Source: an optimization exercise on an open RTL-to-GDS flow (aim: small area). Production flows keep margins and buffers that such runs may drop.
Function was checked by simulation only, so behaviour that the tests miss may differ from the original.
Power figures rest on the tool's default switching activity, not on a simulated workload.

==> flow/design.v <==
package alu_operand_stage_pkg;
  localparam int NUM_REGS = 32;
  localparam int ADDR_W   = 5;
  localparam int DATA_W   = 32;
  localparam int FLAG_W   = 4;
  localparam int FLAG_ZERO     = 0;
  localparam int FLAG_OVERFLOW = 1;
  localparam int FLAG_CARRY    = 2;
  localparam int FLAG_NEGATIVE = 3;
  typedef enum logic [2:0] {
    OP_NOP   = 3'd0,
    OP_ADD   = 3'd1,
    OP_SUB   = 3'd2,
    OP_AND   = 3'd3,
    OP_OR    = 3'd4,
    OP_XOR   = 3'd5,
    OP_CMP   = 3'd6,
    OP_SHIFT = 3'd7
  } opcode_t;
endpackage
module rf_hold_mux
(
  input  logic q,
  input  logic hold,
  input  logic d,
  input  logic load,
  output logic x
);
  assign x = (q & hold) | (d & load);
endmodule
module rf_sel3_n
(
  input  logic s0, d0,
  input  logic s1, d1,
  input  logic s2, d2,
  output logic y
);
  assign y = ~((s0 & d0) | (s1 & d1) | (s2 & d2));
endmodule
module rf_nand2
(
  input  logic a, b,
  output logic y
);
  assign y = ~(a & b);
endmodule
module rf_nand4
(
  input  logic a, b, c, d,
  output logic y
);
  assign y = ~(a & b & c & d);
endmodule
module rf_nand3
(
  input  logic a, b, c,
  output logic y
);
  assign y = ~(a & b & c);
endmodule
module rf_and3
(
  input  logic a, b, c,
  output logic y
);
  assign y = a & b & c;
endmodule
module rf_and2
(
  input  logic a, b,
  output logic y
);
  assign y = a & b;
endmodule
module rf_nor2
(
  input  logic a, b,
  output logic y
);
  assign y = ~(a | b);
endmodule
module rf_inv
(
  input  logic a,
  output logic y
);
  assign y = ~a;
endmodule
module rf_or3
(
  input  logic a, b, c,
  output logic y
);
  assign y = a | b | c;
endmodule
module rf_read_bit
(
  input  logic [31:1] s,    
  input  logic [31:1] d,    
  input  logic        sh,   
  input  logic        dh,   
  output logic        y
);
  logic [11:0] t;
  genvar j;
  generate
    for (j = 0; j < 10; j++) begin : g_s
      rf_sel3_n u_s (.s0(s[3*j+1]), .d0(d[3*j+1]), .s1(s[3*j+2]), .d1(d[3*j+2]),
                     .s2(s[3*j+3]), .d2(d[3*j+3]), .y(t[j]));
    end
  endgenerate
  rf_nand2 u_s10 (.a(s[31]), .b(d[31]), .y(t[10]));
  rf_nand2 u_s11 (.a(sh), .b(dh), .y(t[11]));
  logic p0, p1, p2;
  rf_nand4 u_n0 (.a(t[0]), .b(t[1]), .c(t[2]), .d(t[3]), .y(p0));
  rf_nand4 u_n1 (.a(t[4]), .b(t[5]), .c(t[6]), .d(t[7]), .y(p1));
  rf_nand4 u_n2 (.a(t[8]), .b(t[9]), .c(t[10]), .d(t[11]), .y(p2));
  rf_or3   u_o  (.a(p0), .b(p1), .c(p2), .y(y));
endmodule
module rf_predec
(
  input  logic [4:0] addr,
  input  logic       en,
  output logic [3:0] lo,      
  output logic [7:0] hi       
);
  logic [4:0] addr_n;
  genvar j;
  generate
    for (j = 0; j < 5; j++) begin : g_inv
      rf_inv u_i (.a(addr[j]), .y(addr_n[j]));
    end
    for (j = 0; j < 4; j++) begin : g_lo
      rf_and3 u_n (.a(en), .b(j[1] ? addr[1] : addr_n[1]), .c(j[0] ? addr[0] : addr_n[0]),
                   .y(lo[j]));
    end
    for (j = 0; j < 8; j++) begin : g_hi
      rf_and3 u_n (.a(j[2] ? addr[4] : addr_n[4]), .b(j[1] ? addr[3] : addr_n[3]),
                   .c(j[0] ? addr[2] : addr_n[2]), .y(hi[j]));
    end
  endgenerate
endmodule
module rf_read_dec
(
  input  logic [4:0]  addr,
  input  logic        en,      
  output logic [31:1] s
);
  logic [3:0] lo;
  logic [7:0] hi;
  rf_predec u_p (.addr(addr), .en(en), .lo(lo), .hi(hi));
  genvar k;
  generate
    for (k = 1; k < 32; k++) begin : g_s
      rf_and2 u_s (.a(lo[k % 4]), .b(hi[k / 4]), .y(s[k]));
    end
  endgenerate
endmodule
module rf_write_dec
(
  input  logic [4:0]  addr,
  input  logic        en,      
  input  logic        rst,
  output logic [31:1] load,
  output logic [31:1] hold
);
  logic [3:0] lo;
  logic [7:0] hi;
  rf_predec u_p (.addr(addr), .en(en), .lo(lo), .hi(hi));
  genvar k;
  generate
    for (k = 1; k < 32; k++) begin : g_s
      rf_and2  u_l (.a(lo[k % 4]), .b(hi[k / 4]), .y(load[k]));
      rf_nor2  u_h (.a(load[k]), .b(rst), .y(hold[k]));
    end
  endgenerate
endmodule
module alu_operand_stage
(
  input  logic                 clk,
  input  logic                 rst,
  input  logic [alu_operand_stage_pkg::ADDR_W-1:0]    readAddrA,
  input  logic [alu_operand_stage_pkg::ADDR_W-1:0]    readAddrB,
  input  logic [2:0]           controlIn,
  input  logic                 validIn,
  input  logic [alu_operand_stage_pkg::ADDR_W-1:0]    writeAddr,
  input  logic [alu_operand_stage_pkg::DATA_W-1:0]    writeData,
  input  logic                 writeEnable,
  input  logic [alu_operand_stage_pkg::FLAG_W-1:0]    flagsIn,
  input  logic                 flagsEnable,
  output logic [alu_operand_stage_pkg::DATA_W-1:0]    busA,
  output logic [alu_operand_stage_pkg::DATA_W-1:0]    busB,
  output logic [2:0]           control,
  output logic                 validOut,
  output logic [alu_operand_stage_pkg::FLAG_W-1:0]    flags
);
  localparam int NUM_REGS = alu_operand_stage_pkg::NUM_REGS;
  localparam int DATA_W   = alu_operand_stage_pkg::DATA_W;
  logic [DATA_W-1:0]   entry_q [1:NUM_REGS-1];
  logic [DATA_W-1:0]   entry_d [1:NUM_REGS-1];
  logic [NUM_REGS-1:1] ld, hd;
  logic [NUM_REGS-1:1] sel_a, sel_b;
  logic                take, hold;
  logic [DATA_W-1:0]   nxt_a, nxt_b;
  rf_write_dec u_wdec (.addr(writeAddr), .en(writeEnable && !rst), .rst(rst),
                       .load(ld), .hold(hd));
  genvar i, b;
  generate
    for (i = 1; i < NUM_REGS; i++) begin : g_entry
      for (b = 0; b < DATA_W; b++) begin : g_bit
        rf_hold_mux u_m (.q(entry_q[i][b]), .hold(hd[i]), .d(writeData[b]), .load(ld[i]),
                         .x(entry_d[i][b]));
      end
      always_ff @(posedge clk) entry_q[i] <= entry_d[i];
    end
  endgenerate
  assign take   = validIn && !rst;
  assign hold   = !validIn && !rst;
  rf_read_dec u_rdec_a (.addr(readAddrA), .en(take), .s(sel_a));
  rf_read_dec u_rdec_b (.addr(readAddrB), .en(take), .s(sel_b));
  generate
    for (b = 0; b < DATA_W; b++) begin : g_rd
      logic [NUM_REGS-1:1] col;
      for (i = 1; i < NUM_REGS; i++) begin : g_col
        assign col[i] = entry_d[i][b];
      end
      rf_read_bit u_a (.s(sel_a), .d(col), .sh(hold), .dh(busA[b]), .y(nxt_a[b]));
      rf_read_bit u_b (.s(sel_b), .d(col), .sh(hold), .dh(busB[b]), .y(nxt_b[b]));
    end
  endgenerate
  always_ff @(posedge clk) begin
    busA <= nxt_a;
    busB <= nxt_b;
  end
  always_ff @(posedge clk) begin
    if (rst) begin
      control  <= '0;
      validOut <= 1'b0;
      flags    <= '0;
    end else begin
      validOut <= validIn;
      if (validIn)     control <= controlIn;
      if (flagsEnable) flags   <= flagsIn;
    end
  end
endmodule
==> flow/config.mk <==
export PLATFORM = sky130hd
export DESIGN_NAME = alu_operand_stage
export DESIGN_NICKNAME = alu_operand_stage
export VERILOG_FILES = /design/flow/design.v
export SDC_FILE = /design/flow/constraint.sdc
export NUM_CORES = 4
export LEC_CHECK = 0
export CAP_MARGIN = 20
export CORE_MARGIN = 2
export CORE_UTILIZATION = 35
export GPL_TIMING_DRIVEN = 0
export PLACE_DENSITY = 0.45
export SETUP_SLACK_MARGIN = 0.35
export SLEW_MARGIN = 20
export SYNTH_HIERARCHICAL = 1
export SYNTH_MINIMUM_KEEP_SIZE = 0
==> flow/constraint.sdc <==
create_clock -name core_clock -period 5.0 [get_ports {clk}]
set_input_delay 1.0000 -clock core_clock [delete_from_list [all_inputs] [get_ports {clk}]]
set_output_delay 1.0000 -clock core_clock [all_outputs]
set_load 0.01 [all_outputs]
standard.sh (not shown) runs the stock make flow with config.mk's settings and CLKGATE_MAP_FILE= SYNTH_SCRIPT=/design/flow/synth_recipe.tcl, a recipe that flattens the netlist after the stock synthesis.
==> flow/flow/run.sh <==
#!/bin/bash
# Own layout flow: the standard ORFS flow (standard.sh) with the standard synthesis
# unchanged, and three changes to how the layout is made:
#  - ports are buffered with the smallest buffer (buf_1) instead of clkdlybuf4s50_1,
#  - the resizer's buffering uses only buf_1/buf_2: larger and delay buffers are added to
#    the platform's don't-use list (passed on make's command line, so the list is
#    repeated here in full; clkbuf_16 stays available for the clock tree),
#  - clock tree: clkbuf_16 sink clusters of up to 20 sinks within 100 um, no dummy loads.
# The full output goes to standard_synth.log and standard_flow.log in the work folder
# (ORFS keeps its per-step logs under orfs/logs/).
set -euo pipefail
# synthesis exactly as the standard flow runs it
bash standard.sh synth > standard_synth.log 2>&1
PLATFORM_DONT_USE="sky130_fd_sc_hd__probe_p_8 sky130_fd_sc_hd__probec_p_8 sky130_fd_sc_hd__lpflow_bleeder_1 sky130_fd_sc_hd__lpflow_clkbufkapwr_1 sky130_fd_sc_hd__lpflow_clkbufkapwr_16 sky130_fd_sc_hd__lpflow_clkbufkapwr_2 sky130_fd_sc_hd__lpflow_clkbufkapwr_4 sky130_fd_sc_hd__lpflow_clkbufkapwr_8 sky130_fd_sc_hd__lpflow_clkinvkapwr_1 sky130_fd_sc_hd__lpflow_clkinvkapwr_16 sky130_fd_sc_hd__lpflow_clkinvkapwr_2 sky130_fd_sc_hd__lpflow_clkinvkapwr_4 sky130_fd_sc_hd__lpflow_clkinvkapwr_8 sky130_fd_sc_hd__lpflow_decapkapwr_12 sky130_fd_sc_hd__lpflow_decapkapwr_3 sky130_fd_sc_hd__lpflow_decapkapwr_4 sky130_fd_sc_hd__lpflow_decapkapwr_6 sky130_fd_sc_hd__lpflow_decapkapwr_8 sky130_fd_sc_hd__lpflow_inputiso0n_1 sky130_fd_sc_hd__lpflow_inputiso0p_1 sky130_fd_sc_hd__lpflow_inputiso1n_1 sky130_fd_sc_hd__lpflow_inputiso1p_1 sky130_fd_sc_hd__lpflow_inputisolatch_1 sky130_fd_sc_hd__lpflow_isobufsrc_1 sky130_fd_sc_hd__lpflow_isobufsrc_16 sky130_fd_sc_hd__lpflow_isobufsrc_2 sky130_fd_sc_hd__lpflow_isobufsrc_4 sky130_fd_sc_hd__lpflow_isobufsrc_8 sky130_fd_sc_hd__lpflow_isobufsrckapwr_16 sky130_fd_sc_hd__lpflow_lsbuf_lh_hl_isowell_tap_1 sky130_fd_sc_hd__lpflow_lsbuf_lh_hl_isowell_tap_2 sky130_fd_sc_hd__lpflow_lsbuf_lh_hl_isowell_tap_4 sky130_fd_sc_hd__lpflow_lsbuf_lh_isowell_4 sky130_fd_sc_hd__lpflow_lsbuf_lh_isowell_tap_1 sky130_fd_sc_hd__lpflow_lsbuf_lh_isowell_tap_2 sky130_fd_sc_hd__lpflow_lsbuf_lh_isowell_tap_4"
MORE_DONT_USE="sky130_fd_sc_hd__buf_4 sky130_fd_sc_hd__buf_6 sky130_fd_sc_hd__buf_8 sky130_fd_sc_hd__buf_12 sky130_fd_sc_hd__buf_16 sky130_fd_sc_hd__bufbuf_* sky130_fd_sc_hd__clkdlybuf* sky130_fd_sc_hd__dlygate* sky130_fd_sc_hd__dlymetal* sky130_fd_sc_hd__clkbuf_8"
export BUFFER_PORTS_ARGS="-buffer_cell sky130_fd_sc_hd__buf_1"
export CTS_ARGS="-sink_clustering_enable -repair_clock_nets -dont_use_dummy_load -sink_clustering_size 20 -sink_clustering_max_diameter 100 -buf_list sky130_fd_sc_hd__clkbuf_16"
bash standard.sh "DONT_USE_CELLS=$PLATFORM_DONT_USE $MORE_DONT_USE" finish > standard_flow.log 2>&1
The baseline produced a clean layout.
Edit:
Settings changed: GPL_TIMING_DRIVEN 0 to default, SETUP_SLACK_MARGIN 0.35 to default.
Effect: Cell count increases by 3.8%. Sequential share of layout area came out lower by 0.70 points. Via count rises by 0.80%. Cell area rises by 1.5%. Clock-buffer cell count stays the same.
Edit:
--- a/flow/flow/run.sh
+++ b/flow/flow/run.sh
@@ -6,5 +6,5 @@
 #    the platform's don't-use list (passed on make's command line, so the list is
 #    repeated here in full; clkbuf_16 stays available for the clock tree),
-#  - clock tree: clkbuf_16 sink clusters of up to 20 sinks within 100 um, no dummy loads.
+#  - clock tree: clkbuf_16 sink clusters of up to 24 sinks within 100 um, no dummy loads.
 # The full output goes to standard_synth.log and standard_flow.log in the work folder
 # (ORFS keeps its per-step logs under orfs/logs/).
@@ -15,4 +15,4 @@
 MORE_DONT_USE="sky130_fd_sc_hd__buf_4 sky130_fd_sc_hd__buf_6 sky130_fd_sc_hd__buf_8 sky130_fd_sc_hd__buf_12 sky130_fd_sc_hd__buf_16 sky130_fd_sc_hd__bufbuf_* sky130_fd_sc_hd__clkdlybuf* sky130_fd_sc_hd__dlygate* sky130_fd_sc_hd__dlymetal* sky130_fd_sc_hd__clkbuf_8"
 export BUFFER_PORTS_ARGS="-buffer_cell sky130_fd_sc_hd__buf_1"
-export CTS_ARGS="-sink_clustering_enable -repair_clock_nets -dont_use_dummy_load -sink_clustering_size 20 -sink_clustering_max_diameter 100 -buf_list sky130_fd_sc_hd__clkbuf_16"
+export CTS_ARGS="-sink_clustering_enable -repair_clock_nets -dont_use_dummy_load -sink_clustering_size 24 -sink_clustering_max_diameter 100 -buf_list sky130_fd_sc_hd__clkbuf_16"
 bash standard.sh "DONT_USE_CELLS=$PLATFORM_DONT_USE $MORE_DONT_USE" finish > standard_flow.log 2>&1
Effect: Worst setup slack degrades by 0.019 ns; sequential power is about the same; utilization decreases by 0.18 points; register-to-register slack gets better by 0.04 ns.
Edit:
Settings changed: GPL_TIMING_DRIVEN from default to 0, SETUP_SLACK_MARGIN from default to 0.35.
The new run finished with timing, DRC and antenna clean.
Synthesized area is unchanged.
Wire length rose by 0.51%.
Maximum frequency fell by 14%.
Cell area fell by 1.5%.
Total power fell by about 0.34%.
Hold slack hardly moves.
Flip-flop and latch count stays the same.
Sequential share of layout area rose by 0.73 points.

afterwards: timing with drivers on the ports:
The flow's constraints put no driver on any port. The routed layouts listed below were extracted and timed again, unchanged, in two steps.
Step 1 sets driving cells, clkbuf_16 on the clock port and buf_2 on the other inputs (assumed; they add their load-dependent delay and slew).
Step 2 also shifts input and output timing later by t, the mid clock arrival at the registers, as if the neighbouring blocks saw the same clock.
a / b / c = ideal ports / drivers / drivers and shift; a / b = the first two.
run	shift t [ns]	setup slack, ns	hold slack, ns	clock arrival spread, ns
the first run	0.788	0.244 / 0.299 / -0.488	0.504 / 0.453 / 0.511	0.047 / 0.047
the second run	0.768	0.990 / 1.022 / 0.254	0.512 / 0.480 / 0.512	0.045 / 0.045
the third run	0.752	0.971 / 0.993 / 0.241	0.513 / 0.499 / 0.513	0.042 / 0.042
the fourth run	0.760	0.289 / 0.342 / -0.417	0.513 / 0.482 / 0.513	0.030 / 0.031
With both steps, setup timing fails in the first run and the fourth run, where it was met with ideal ports. The setup slack of the second run, which loses most, moves by +0.032 ns with the drivers and by -0.736 ns with both steps.
